Source: an optimization exercise on an open RTL-to-GDS flow (aim: small area and a short achievable clock period). Production flows keep margins and buffers that such runs may drop. Function was checked by simulation only, so behaviour that the tests miss may differ from the original. Power figures rest on the tool's default switching activity, not on a simulated workload.

Design even_pipe, start of the top module:
module even_pipe (
    input  wire logic         clk,
    input  wire logic         arst_n,
    input  wire logic         issue,
    input  wire logic [5:0]   opcode,
    input  wire logic [127:0] ra,
    input  wire logic [127:0] rb,
    input  wire logic [9:0]   imm10,
    input  wire logic [6:0]   imm7,
    input  wire logic [6:0]   rt_addr,
    output logic              wb_reg_wr_en,
    output logic [1:0]        wb_unit_id,
    output logic [6:0]        wb_rt_addr,
    output logic [127:0]      wb_rt_data
);
==> flow/config.mk <==
export PLATFORM = sky130hd
export DESIGN_NAME = even_pipe
export DESIGN_NICKNAME = even_pipe
export VERILOG_FILES = /design/flow/design.v
export SDC_FILE = /design/flow/constraint.sdc
export NUM_CORES = 4
export LEC_CHECK = 0
export CAP_MARGIN = 20
export CORE_MARGIN = 2
export CORE_UTILIZATION = 70
export CTS_CLUSTER_DIAMETER = 80
export CTS_CLUSTER_SIZE = 30
export SETUP_SLACK_MARGIN = 2.8
export SLEW_MARGIN = 20
==> flow/constraint.sdc <==
create_clock -name core_clock -period 5.0 [get_ports {clk}]
set_input_delay 1.0000 -clock core_clock [delete_from_list [all_inputs] [get_ports {clk}]]
set_output_delay 1.0000 -clock core_clock [all_outputs]
set_load 0.01 [all_outputs]
standard.sh (not shown) runs the stock make flow with config.mk's settings and CLKGATE_MAP_FILE= SYNTH_SCRIPT=/design/flow/synth_recipe.tcl, a recipe that flattens the netlist after the stock synthesis.
==> flow/flow/run.sh <==
#!/bin/bash
set -euo pipefail
export BUFFER_PORTS_ARGS="-buffer_cell sky130_fd_sc_hd__buf_1"
bash standard.sh > standard.log 2>&1
The baseline died in 5_1_grt (GRT-0232).
Then changed:
- CORE_UTILIZATION: 70 -> 50
After rerunning:
- With this change the flow passed the timing, design-rule and antenna checks
- area after synthesis stays the same
- synthesized cell count is unchanged
Then changed:
- CORE_UTILIZATION: 50 -> 60
Effect:
- The changed run completed without violations
- sequential power grows by about 2%
- fmax fell by 11%
- core utilization grows by 13 points
- synthesized cell count is unchanged

========
even_pipe, a different RTL version from the one above (not shown whole).
Size in the first run: roughly 3,900 cells after synthesis, about 570 flip-flops, roughly 430 I/O pins.
clock: 5.0 ns
lec_check: 0
cap_margin: 20
core_margin: 2
core_utilization: 40
cts_cluster_diameter: 100
cts_cluster_size: 30
setup_slack_margin: 2.8
slew_margin: 20
Scripts as last shown in full above: flow/flow/run.sh
Change:
Settings changed: ABC_AREA set to 1, CORE_UTILIZATION 40 to 60, CTS_CLUSTER_DIAMETER 100 to 80.
Die area shrinks by about 33%. Global-route usage grows by 13 points. Cell area shrinks by 3.0%. Area after synthesis barely changes. Worst hold slack improves by 28 ps. Critical path depth stays the same.
Change:
Settings changed: CORE_UTILIZATION 60 to 40.
=> The changed run completed without violations. Combinational power rose by about 3%. Worst hold slack is better by 40 ps. Via count falls by 1.7%. Routed wire length grows by about 10%. Design area went up by 3.0%. Synthesized area is unchanged. Worst setup slack got worse by 36 ps. Clock skew came out higher by 4.3 ps.
Change:
Settings changed: ABC_AREA 1 to unset, CTS_CLUSTER_DIAMETER 80 to unset, CTS_CLUSTER_SIZE 30 to unset.
Outcome: Worst setup slack degrades by 25 ps; first-iteration DRC count is lower by 7.5%; total power is higher by 15%; count of clock-buffer cells in the layout is higher by 43; synthesized area hardly moves; maximum frequency is lower by 1.1%; cell area is higher by 2.5%; sequential share of layout area is lower by 0.74 points; routed wire length is lower by 5.4%; non-clock buffer count is lower by 4.
Change:
Settings changed: ABC_AREA set to 1.
The changed run finished with timing, DRC and antenna clean.
Clock skew hardly moves.
Total power shrinks by about 5%.
Area after synthesis is about the same.
Global-route usage grows by 2.0 points.
Worst setup slack gains 25 ps.
Routed wire length grows by 6.0%.

========
even_pipe, a different RTL version from the one above (not shown whole).
Size in the first run: ~4100 cells after synthesis, roughly 430 I/O pins, roughly 36000 um^2 of cells after synthesis.
Settings: LEC_CHECK=0, CAP_MARGIN=20, CORE_MARGIN=2, CORE_UTILIZATION=40, SETUP_SLACK_MARGIN=2.3, SLEW_MARGIN=20; clock period 5.0 ns.
run.sh (not shown) runs the stock make flow with config.mk's settings and CLKGATE_MAP_FILE= SYNTH_SCRIPT=/design/flow/synth_recipe.tcl, a recipe that flattens the netlist after the stock synthesis.
Stock flow here: none of the scripts above is used.
The starting point completed without violations.
Change:
- SETUP_SLACK_MARGIN: 2.3 -> not set
Effect:
- non-clock buffer count fell by 23
- worst hold slack barely changes
- core utilization went down by 0.43 points
- via count went down by 0.71%
- setup slack degrades by 0.69 ns
- first-iteration DRC count goes down by 5.0%
- total power shrinks by 0.34%
- die area stays the same
- critical path depth is higher by 2
Change:
==> flow/flow/run.sh (new file) <==
#!/bin/bash
set -euo pipefail
export BUFFER_PORTS_ARGS="-buffer_cell sky130_fd_sc_hd__buf_1"
bash standard.sh > standard.log 2>&1
==> flow/standard.sh (new file) <==
#!/bin/bash
# synth_recipe.tcl (not shown) runs the flow's synth.tcl, then flattens the netlist and writes it again
# the make line also repeats each setting of config.mk as NAME=value (left out here)
make -C /OpenROAD-flow-scripts/flow DESIGN_CONFIG=/design/flow/config.mk WORK_HOME=/design/flow/orfs CLKGATE_MAP_FILE= SYNTH_SCRIPT=/design/flow/synth_recipe.tcl "${@:-finish}"
- SETUP_SLACK_MARGIN: not set -> 2.3
removed: flow/run.sh
The changed run produced a clean layout.
Critical path depth shrinks by 1.
Flip-flop and latch count is unchanged.
Setup slack improved by 0.77 ns.
Routed wire length grows by 1.3%.

========
even_pipe with an RTL version that a note above also has.
For scale: about 3900 cells after synthesis, roughly 590 flip-flops, ~430 I/O pins, roughly 34000 µm² of cells after synthesis.
Settings: LEC_CHECK=0, CAP_MARGIN=20, CORE_MARGIN=2, CORE_UTILIZATION=45, CTS_CLUSTER_DIAMETER=80, CTS_CLUSTER_SIZE=30, SETUP_SLACK_MARGIN=2.8, SLEW_MARGIN=20; clock period 5.0 ns.
standard.sh (not shown) runs the stock make flow with config.mk's settings and CLKGATE_MAP_FILE= SYNTH_SCRIPT=/design/flow/synth_recipe.tcl, a recipe that flattens the netlist after the stock synthesis.
==> flow/flow/run.sh <==
#!/bin/bash
set -euo pipefail
export BUFFER_PORTS_ARGS="-buffer_cell sky130_fd_sc_hd__buf_1"
bash standard.sh > standard.log 2>&1
==> next run, changes <==
- ABC_AREA: default -> 1
- CORE_UTILIZATION: 45 -> 40
=> Worst setup slack gains 0.0032 ns. First-iteration DRC count increases by 0.51%. Synthesized cell count went up by 26%.
==> next run, changes <==
- ABC_AREA: 1 -> default
- The changed run passed the timing, design-rule and antenna checks
- clock power goes down by 9.5%
- count of clock-buffer cells in the layout falls by 6
- via count goes down by 8.3%
- power grows by 4.2%
- worst setup slack stays flat
- die area came out lower by 1.2%
- final cell count came out lower by 18%
- global-route usage went down by 1.1 points
- register-to-register slack is worse by 0.04 ns
- clock skew fell by 0.013 ns
- critical path depth went down by 1

-- what the ideal ports hide --
In the flow no input, the clock included, has a driving cell. The finished layouts below were timed again as built, in two steps.
Step 1 assumes that a clkbuf_16 drives the clock port and a buf_2 every other input.
Step 2 also shifts input and output timing later by t, the mid clock arrival at the registers, as if the neighbouring blocks saw the same clock.
a / b / c = no drivers / after step 1 / after step 2; a / b = the first two.
| run | shift t [ns] | setup WS [ns] | clock arrival spread, ns | worst slew at a driven data input, ns |
|---|---|---|---|---|
| the second run of note 1 | 0.714 | 2.720 / 2.720 / 2.151 | 0.031 / 0.031 | 0.12 |
| the third run of note 1 | 0.704 | 2.450 / 2.450 / 1.852 | 0.040 / 0.040 | 0.12 |
| the first run of note 2 | 0.717 | 2.750 / 2.750 / 2.111 | 0.050 / 0.050 | 0.08 |
| the second run of note 2 | 0.694 | 2.786 / 2.741 / 2.164 | 0.037 / 0.037 | 0.05 |
| the third run of note 2 | 0.686 | 2.750 / 2.750 / 2.251 | 0.042 / 0.042 | 0.06 |
| the fourth run of note 2 | 0.677 | 2.724 / 2.724 / 2.163 | 0.031 / 0.032 | 0.07 |
| the fifth run of note 2 | 0.701 | 2.750 / 2.750 / 2.212 | 0.032 / 0.032 | 0.07 |
| the first run of note 3 | 0.687 | 2.299 / 2.305 / 1.660 | 0.036 / 0.036 | 0.08 |
| the second run of note 3 | 0.686 | 1.613 / 1.625 / 0.939 | 0.037 / 0.036 | 0.08 |
| the third run of note 3 | 0.702 | 2.382 / 2.382 / 1.736 | 0.034 / 0.035 | 0.11 |
| the first run of note 4 | 0.663 | 2.756 / 2.792 / 2.129 | 0.058 / 0.058 | 0.10 |
| the second run of note 4 | 0.657 | 2.759 / 2.759 / 2.102 | 0.054 / 0.054 | 0.08 |
| the third run of note 4 | 0.671 | 2.762 / 2.762 / 2.204 | 0.045 / 0.046 | 0.09 |
After both steps every run listed still meets setup and hold. For the second run of note 3, which loses most, drivers alone change the setup slack by +0.012 ns; drivers and shift together by -0.674 ns.
